This design comes from an exercise in tuning for small area, a short achievable clock period and few clock cycles per item on the open sky130 flow, not from production work.
Function was checked by simulation only, so behaviour that the tests miss may differ from the original.
Power is estimated from default activity; no workload was simulated.

==> flow/design.v, too long to show whole: its modules and the start of the top module <==
// module two_mode_motion_tween_unit: 2743 lines
module two_mode_motion_tween_unit #(
  parameter int unsigned FRACTION_BITS    = 16,
  parameter int unsigned SINE_TABLE_DEPTH = 1024
) (
  input  wire logic        clk,
  input  wire logic        rst,
  input  wire logic        s_tvalid,
  output logic             s_tready,
  input  wire logic [7:0]  s_tdata,     
  output logic             m_tvalid,
  input  wire logic        m_tready,
  output logic [31:0]      m_tdata,     
  output logic             m_tlast,     
  input  wire logic        cfg_valid,
  output logic             cfg_ready,
  input  wire logic [2:0]  cfg_index,
  input  wire logic [15:0] cfg_data
);
  // ...
==> flow/run.sh <==
#!/bin/bash
# synth_recipe.tcl (not shown) runs the flow's synth.tcl, then flattens the netlist and writes it again
# the make line also repeats each setting of config.mk as NAME=value (left out here)
make -C /OpenROAD-flow-scripts/flow DESIGN_CONFIG=/design/flow/config.mk WORK_HOME=/design/flow/orfs CLKGATE_MAP_FILE= SYNTH_SCRIPT=/design/flow/synth_recipe.tcl finish
==> flow/config.mk <==
export PLATFORM = sky130hd
export DESIGN_NAME = two_mode_motion_tween_unit
export DESIGN_NICKNAME = two_mode_motion_tween_unit
export VERILOG_FILES = /design/flow/design.v
export SDC_FILE = /design/flow/constraint.sdc
export NUM_CORES = 4
export LEC_CHECK = 0
export CAP_MARGIN = 20
export CORE_MARGIN = 2
export CORE_UTILIZATION = 40
export SETUP_SLACK_MARGIN = 5
export SLEW_MARGIN = 20
export SYNTH_MEMORY_MAX_BITS = 32768
==> flow/constraint.sdc <==
create_clock -name core_clock -period 11.0 [get_ports {clk}]
set_input_delay 2.2000 -clock core_clock [delete_from_list [all_inputs] [get_ports {clk}]]
set_output_delay 2.2000 -clock core_clock [all_outputs]
set_load 0.01 [all_outputs]
==> results.py, run 1 <==
metrics = {
    "outcome": {
        "status": "finished clean",
    },
    "finish": {
        "clkCellAreaFrac": 0.0349,
        "seqAreaFraction": 0.193,
        "nNonClkBuffers": 227,
        "seq_cells": 442,
        "largest_reg_flops": 32,
        "nonClkBufAreaFrac": 0.0412,
        "layout.cells.most_common_list": "655 x nand2_1, 498 x inv_1, 380 x ha_1",
    },
    "yosys": {
        "synth.most_common_cell": "nand2_1",
        "yosys_warnings": 1,
        "synth_fa_ha_area_frac": 0.206,
        "syn-num-nets": 6484,
        "syn-mean-instance-area_um2": 8.24,
    },
    "routing": {
        "wl_met1_um": 72200,
        "avgViaCountPerCell": 6.11,
    },
    "placed_design": {
        "dp.cells": 7150,
        "gp_congestion": 0.952,
        "dpl_cell_area_um2": 49900,
        "place_ws_ns": 2.80,
    },
    "sta": {
        "rsz0062_at_grt": "true",
        "relSlewSlack": 0.280,
        "drv_slew": 0,
    },
    "hold_path": {
        "min_path_cells": 0,
    },
    "global_routing": {
        "grt_pass1_vias": 42900,
        "antenna_found_initial": 1,
    },
    "power_and_ir_drop": {
        "fin_total_pwr_mw": 10.7,
    },
    "cts": {
        "post_cts_buffers": 21,
    },
}
Testbench counts, summed over its fixed seeds: cycles 9,528, items 7,756.
==> run 2, diff against run 1 <==
--- a/flow/design.v
+++ b/flow/design.v
@@ -1583,18 +1583,19 @@
   logic signed [16:0] dx, dy;
   logic signed [18:0] tx, ty;     
   always_ff @(posedge clk) begin
     dx <= $signed({end_x[15], end_x}) - $signed({start_x[15], start_x});
     dy <= $signed({end_y[15], end_y}) - $signed({start_y[15], start_y});
     tx <= 19'($signed({end_x[15], end_x}) - $signed({start_x[15], start_x})) * 19'sd3;
     ty <= 19'($signed({end_y[15], end_y}) - $signed({start_y[15], start_y})) * 19'sd3;
   end
-  logic stall;
-  assign stall = m_tvalid && !m_tready;
+  logic stall;        
+  logic sk_v;
+  assign stall = sk_v;
   logic h_v, h_rs, t_v, t_rs;
   logic push, pop;
   logic in_v, in_rs;
   assign push  = s_tvalid && s_tready;
   assign in_v  = h_v || push;
   assign in_rs = h_v ? h_rs : s_tdata[0];
   always_ff @(posedge clk) begin
     if (rst) begin
@@ -2242,21 +2243,24 @@
       cvx_ah  <= cvx_a[31:16];
       cvx_bh  <= cvx_b[31:16];
       cvx_rgg <= cvx_gg;
       cvx_rgp <= cvx_gp;
       cvx_rnz <= cvx_nz;
     end
   end
   logic        cvx_c16;
-  logic [15:0] cvx_s;
+  logic [15:0] cvx_h0, cvx_h1, cvx_h2;
   assign cvx_c16 = cvx_rgg[3] | (cvx_rgp[3] & cvx_rgg[2]) | (cvx_rgp[3] & cvx_rgp[2] & cvx_rgg[1])
                  | (cvx_rgp[3] & cvx_rgp[2] & cvx_rgp[1] & cvx_rgg[0]);
-  assign cvx_s = cvx_ah + cvx_bh + {15'd0, cvx_c16};
-  assign rx = cvx_s + {15'd0, cvx_s[15] & cvx_rnz};
+  assign cvx_h0 = cvx_ah + cvx_bh;
+  assign cvx_h1 = cvx_ah + cvx_bh + 16'd1;
+  assign cvx_h2 = cvx_ah + cvx_bh + 16'd2;
+  assign rx = cvx_c16 ? ((cvx_h1[15] && cvx_rnz) ? cvx_h2 : cvx_h1)
+                       : ((cvx_h0[15] && cvx_rnz) ? cvx_h1 : cvx_h0);
   logic rsy0_1, rsy0_2, rsy0_3;
   logic [18:0] rsy0_w;
   assign rsy0_1 = f2[0] & ~f2[1];
   assign rsy0_2 = ~f2[0] & f2[1];
   assign rsy0_3 = f2[0] & f2[1];
   assign rsy0_w[0] = (rsy0_1 & dy[0]) | (rsy0_2 & 1'b0) | (rsy0_3 & ty[0]);
   assign rsy0_w[1] = (rsy0_1 & dy[1]) | (rsy0_2 & dy[0]) | (rsy0_3 & ty[1]);
   assign rsy0_w[2] = (rsy0_1 & dy[2]) | (rsy0_2 & dy[1]) | (rsy0_3 & ty[2]);
@@ -2720,38 +2724,62 @@
       cvy_ah  <= cvy_a[31:16];
       cvy_bh  <= cvy_b[31:16];
       cvy_rgg <= cvy_gg;
       cvy_rgp <= cvy_gp;
       cvy_rnz <= cvy_nz;
     end
   end
   logic        cvy_c16;
-  logic [15:0] cvy_s;
+  logic [15:0] cvy_h0, cvy_h1, cvy_h2;
   assign cvy_c16 = cvy_rgg[3] | (cvy_rgp[3] & cvy_rgg[2]) | (cvy_rgp[3] & cvy_rgp[2] & cvy_rgg[1])
                  | (cvy_rgp[3] & cvy_rgp[2] & cvy_rgp[1] & cvy_rgg[0]);
-  assign cvy_s = cvy_ah + cvy_bh + {15'd0, cvy_c16};
-  assign ry = cvy_s + {15'd0, cvy_s[15] & cvy_rnz};
+  assign cvy_h0 = cvy_ah + cvy_bh;
+  assign cvy_h1 = cvy_ah + cvy_bh + 16'd1;
+  assign cvy_h2 = cvy_ah + cvy_bh + 16'd2;
+  assign ry = cvy_c16 ? ((cvy_h1[15] && cvy_rnz) ? cvy_h2 : cvy_h1)
+                       : ((cvy_h0[15] && cvy_rnz) ? cvy_h1 : cvy_h0);
   logic v3, fe3, dn3;
+  logic        o_free, sk_l;
+  logic [31:0] sk_d, res_d;
+  assign o_free = !m_tvalid || m_tready;
+  assign res_d  = fe3 ? {end_y, end_x} : {ry, rx};
   always_ff @(posedge clk) begin
     if (rst) begin
-      v2       <= 1'b0;
-      v3       <= 1'b0;
-      m_tvalid <= 1'b0;
+      v2 <= 1'b0;
+      v3 <= 1'b0;
     end else if (!stall) begin
-      v2       <= pop;
-      v3       <= v2;
-      m_tvalid <= v3;
+      v2 <= pop;
+      v3 <= v2;
     end
   end
   always_ff @(posedge clk) begin
     if (!stall) begin
       fe2 <= !in_rs && (past_k || done_k || (easing_mode && ix >= 11'd1022));
       dn2 <= done;
       f2  <= in_rs ? 16'd0 : easing_mode ? sine_val(ix) : q[15:0];
       fe3 <= fe2;
       dn3 <= dn2;
-      m_tdata <= fe3 ? {end_y, end_x} : {ry, rx};
-      m_tlast <= dn3;
+    end
+  end
+  always_ff @(posedge clk) begin
+    if (rst) begin
+      m_tvalid <= 1'b0;
+      sk_v     <= 1'b0;
+    end else if (o_free) begin
+      m_tvalid <= sk_v || v3;
+      sk_v     <= 1'b0;
+    end else if (!sk_v && v3) begin
+      sk_v     <= 1'b1;
+    end
+  end
+  always_ff @(posedge clk) begin
+    if (o_free) begin
+      m_tdata <= sk_v ? sk_d : res_d;
+      m_tlast <= sk_v ? sk_l : dn3;
+    end
+    if (!o_free && !sk_v) begin
+      sk_d <= res_d;
+      sk_l <= dn3;
     end
   end
 endmodule
 `default_nettype wire
==> run 2 against run 1 <==
Maximum frequency decreased by 0.14%. Highest routed layer unchanged. Synthesized cell count is 2.6% higher. Combinational power shrank 18%. Via count increased by 3.0%. Final area grew 2.9%. Register-to-register slack worse by 0.04 ns. First-iteration DRC count rose by 7.5%. Sequential power grew 2%. Hold slack worse by 0.0062 ns. Clock power rose by 9%. Utilization decreased by 0.61 points. Sequential cell count up 34.
==> results.py, run 2 <==
metrics = {
    "global_routing": {
        "grt_pass1_wl_um": 268000,
        "grt_pass1_vias": 44400,
        "grt_max_degree": 83,
        "antenna_found_initial": 6,
        "track_usage": 0.269,
        "gr-total-overflow": 0,
    },
    "finish": {
        "multi_input_area_um2": 35600,
        "nFillCells": 12100,
        "layout.cells.most_common_list": "687 x nand2_1, 488 x inv_1, 381 x ha_1",
        "layout.nets": 6475,
        "area_delta_synth_final_pct": 10.4,
        "final_common_cell": "nand2_1",
        "fin_util": 0.444,
        "regArea_um2": 11300,
        "design_area_um2": 54800,
        "drive_gt1_frac": 0.123,
        "reg_top3": "m_tdata (32), sk_d (32)",
    },
    "die": {
        "die_area_um2": 127000,
        "ios": 68,
        "chipHeight_um": 356,
        "num_rows": 129,
        "start_util": 0.402,
        "die_w_um": 356,
        "coreArea_um2": 123000,
    },
    "cts": {
        "clk_latency_ns": 0.67,
        "holdBufCountCts": 0,
        "cts.path.max_buffers": 3,
        "cts.reportedPaths.clkPinSlew_ns": 0.07,
        "cts_buffers": 59,
        "cts.htree.levels": 2,
        "cts.sinks": 476,
        "cts_tree": "done",
        "cts-root-buf": "clkbuf_16",
    },
    "power_and_ir_drop": {
        "peakVddDrop_mv": 0.188,
        "pwr-share-comb": 0.516,
        "power.share.clock": 0.207,
        "p_leak_nw": 21.7,
        "p_switching_mw": 4.37,
        "switching_share": 0.446,
        "power_frac_seq": 0.277,
        "pwr_density_cell_nw_per_um2": 179,
        "internal-power_mw": 5.42,
    },
    "yosys": {
        "synth_common_cells": "691 x nand2_1, 492 x inv_1, 399 x ha_1, 398 x nor2_1, 374 x a21oi_1",
        "ys_seq_area_frac": 0.227,
        "synth.most_common_cell": "nand2_1",
        "synthSimpleGateAreaFrac": 0.149,
        "synth_area_leaders": "dfxtp_1 12%, edfxtp_1 10%, ha_1 10%, fa_1 9.7%, mux2_2 6.5%",
        "syn-mean-instance-area_um2": 8.33,
        "synth_fa_ha_area_frac": 0.198,
        "ys_ff_latch": 476,
        "synth_top_cell_area_share": 0.122,
        "synth_xor_area_frac": 0.0391,
        "synth_ff_type": "dfxtp_1",
        "synth_top_area_cell": "dfxtp_1",
        "syn-num-nets": 6633,
        "postSynth.asyncResetShare": 0,
        "syn_inst": 5961,
        "synthMuxAreaShare": 0.0765,
        "synth_compound_area_frac": 0.237,
        "yosys_warnings": 1,
        "synth_area_um2": 49600,
        "synth_enable_flop_cells": 173,
        "synth_top_family_by_area": "compound AO/OA/AOI/OAI gates",
        "synth.distinct_cells": 110,
    },
    "critical_path": {
        "rr_worst_depth": 20,
        "required_ns": 11.52,
        "worstSetupPathType": "reg -> reg",
        "startpoint_type": "register",
        "crit_fanout": 66,
        "cp.arrival_ns": 6.46,
        "r2r_start": "q[0]",
        "path_cells": "ha_2 > fa_1 > a211o_1 > a2111o_1 > o311ai_2 > nand4_4 > a211oi_4 > xnor2_1 > ha_2 > nand2_1 > nor3_2 > nor2_1 > or3_1 > o31a_1 > o41a_2 > clkbuf_8 > nor2_2 > o21ai_0 > a21oi_1 > a311oi_2",
        "cp_top_family": "compound AO/OA/AOI/OAI gates",
        "r2r_slack_ns": 5.06,
        "cpPeakStageDelay_ns": 0.49,
        "critPathLaunch": "q[0]",
        "cpMostUsedCell": "ha_2",
        "cp_slowest_cell": "o41a_2",
        "end_kind": "register",
        "crit_buf_inv": 1,
    },
    "sta": {
        "relSlewSlack": 0.280,
        "setup_viol": 0,
        "min_period_over_period": 0.540,
        "tns_ns": 0,
        "worst_pin_slew_ns": 1.08,
        "drv_slew": 0,
        "fmax_mhz": 168,
        "clock_skew_ns": 0.0320,
        "period_minus_slack_ns": 5.94,
        "finalHoldViolCount": 0,
        "holdWs_ns": 0.423,
        "rsz0062_at_grt": "true",
    },
    "routing": {
        "dr.pass1.iters": 7,
        "avgViaCountPerCell": 6.16,
        "vias": 46200,
        "wl_um": 177000,
        "ant_nets": 0,
        "post_drt_wl_per_cell_um": 23.6,
        "drc": 0,
        "drtIter0Drc": 5416,
    },
    "flow_run": {
        "maxCapViolations": 0,
    },
    "placed_design": {
        "place_hpwl_um": 124000,
        "port_buffers": 59,
        "dpl_cell_area_um2": 51400,
        "gp_congestion": 0.960,
    },
    "outcome": {
        "status": "finished clean",
    },
    "hold_path": {
        "min_path_cells": 0,
        "worstHoldStart": "fe2",
        "hp-class": "reg -> reg",
        "hold_end": "fe3",
    },
}
[run 2: cell count changes in the layout (fill, tap and decap cells not counted), moves of 22 or more]
cell and change:
nand2_1 +32, buf_4 -27, a211oi_1 +22, mux2_2 +36
nor2_1 +27, edfxtp_1 +33, o21ai_0 +31
[run 2: how the worst max path moves through the flow]
stage / end / slack (ns) / cells after the start
after floorplan: register / 4.99 / 21
after global placement: register / 2.62 / 15
after detailed placement: register / 2.54 / 17
after CTS: register / 4.95 / 18
after global routing: register / 4.94 / 20
final: register / 5.06 / 20
[run 2: cells by family (layout without fill, tap and decap cells)]
| kind of cell | count (synthesis) | after routing |
|---|---|---|
| other | 1 | 3 |
| flip-flops | 476 | 476 |
| adder cells (fa/ha/maj) | 642 | 642 |
| AO/OA/AOI/OAI | 1724 | 1725 |
| XOR/XNOR | 220 | 220 |
| AND/OR/NAND/NOR | 1641 | 1643 |
| multiplexers | 337 | 337 |
| buffers and inverters | 920 | 808 |
[run 2: power groups by stage]
stage / combinational [mW] / sequential (mW) / clock [mW]
after detailed placement: 4.78 / 2.71 / 0
after global placement: 4.72 / 2.71 / 0
after floorplan: 3.44 / 2.48 / 0
final: 5.05 / 2.71 / 2.03
after CTS: 4.91 / 2.68 / 2.06
after global routing: 5.49 / 2.73 / 2.12
[run 2: metal layers]
layer / track usage / vias up / routed length [um]
li1: - / 21100 / -
met1: 0.358 / 22400 / 73800
met2: 0.436 / 2166 / 80500
met3: 0.0448 / 468 / 15000
met4: 0.106 / 8 / 7440
met5: 0 / - / 47
[run 2: area by class of cell]
class	count	share of cell area
diodes	2	0.0000914
clock buffers	78	0.0295
clock inverters	32	0.00633
inverters	504	0.0361
multi-input cells	4568	0.650
flip-flops and latches	476	0.206
well taps	1637	0.0374
repair buffers	194	0.0352
[run 2: metrics by stage]
step | power, mW | instances | worst slack (ns)
final | 9.78 | 7491 | 5.06
after global routing | 10.3 | 7489 | 4.94
after CTS | 9.65 | 7468 | 4.95
after detailed placement | 7.50 | 7339 | 2.54
after global placement | 7.43 | 7339 | 2.62
after floorplan | 5.93 | 5961 | 4.99
[run 2: what timing repair did]
item / in CTS / in global routing
cloned: 5 / 2
pin swaps: 12 / 14
buffers inserted: 14 / 19
endpoints found under the setup margin: 30 / 30
resized for setup: 138 / 89
[run 2: worst register-to-register path: cells and delay by family, from the launching register on]
family,cells,cell delay [ns]
AO/OA/AOI/OAI,9,2.41
adder cells (fa/ha/maj),3,0.91
XOR/XNOR,1,0.18
buffers and inverters,1,0.34
AND/OR/NAND/NOR,6,1.56
flip-flops,1,0.38
Testbench counts of run 2, summed over its fixed seeds: cycles 9,528, items 7,756.

[separate check: timing with driven ports]
How much do the figures lean on ideal ports? The routed layouts below were timed once more, with nothing changed but the port constraints. Step 1 sets driving cells, clkbuf_16 on the clock port and buf_2 on the other inputs (assumed; they add their load-dependent delay and slew). Step 2 moves the port delays by t, midway between the first and last clock arrival at a register: inputs arrive t later, outputs are due t later. That takes back most of the time a late clock gives input paths. Three values: ideal, step 1, step 2; two values: the first two.
run	t, ns	setup slack, ns	worst setup path after step 2	worst register clock-pin slew, ns	cell pins on the clock port's net
run 1	0.718	5.067 / 5.103 / 4.392	input to register	0.06 / 0.06	1
run 2	0.733	5.059 / 5.027 / 4.294	input to register	0.07 / 0.07	1
After both steps setup and hold are still met in every run listed. The setup slack of run 2, which loses most, moves by -0.032 ns with the drivers and by -0.765 ns with both steps.
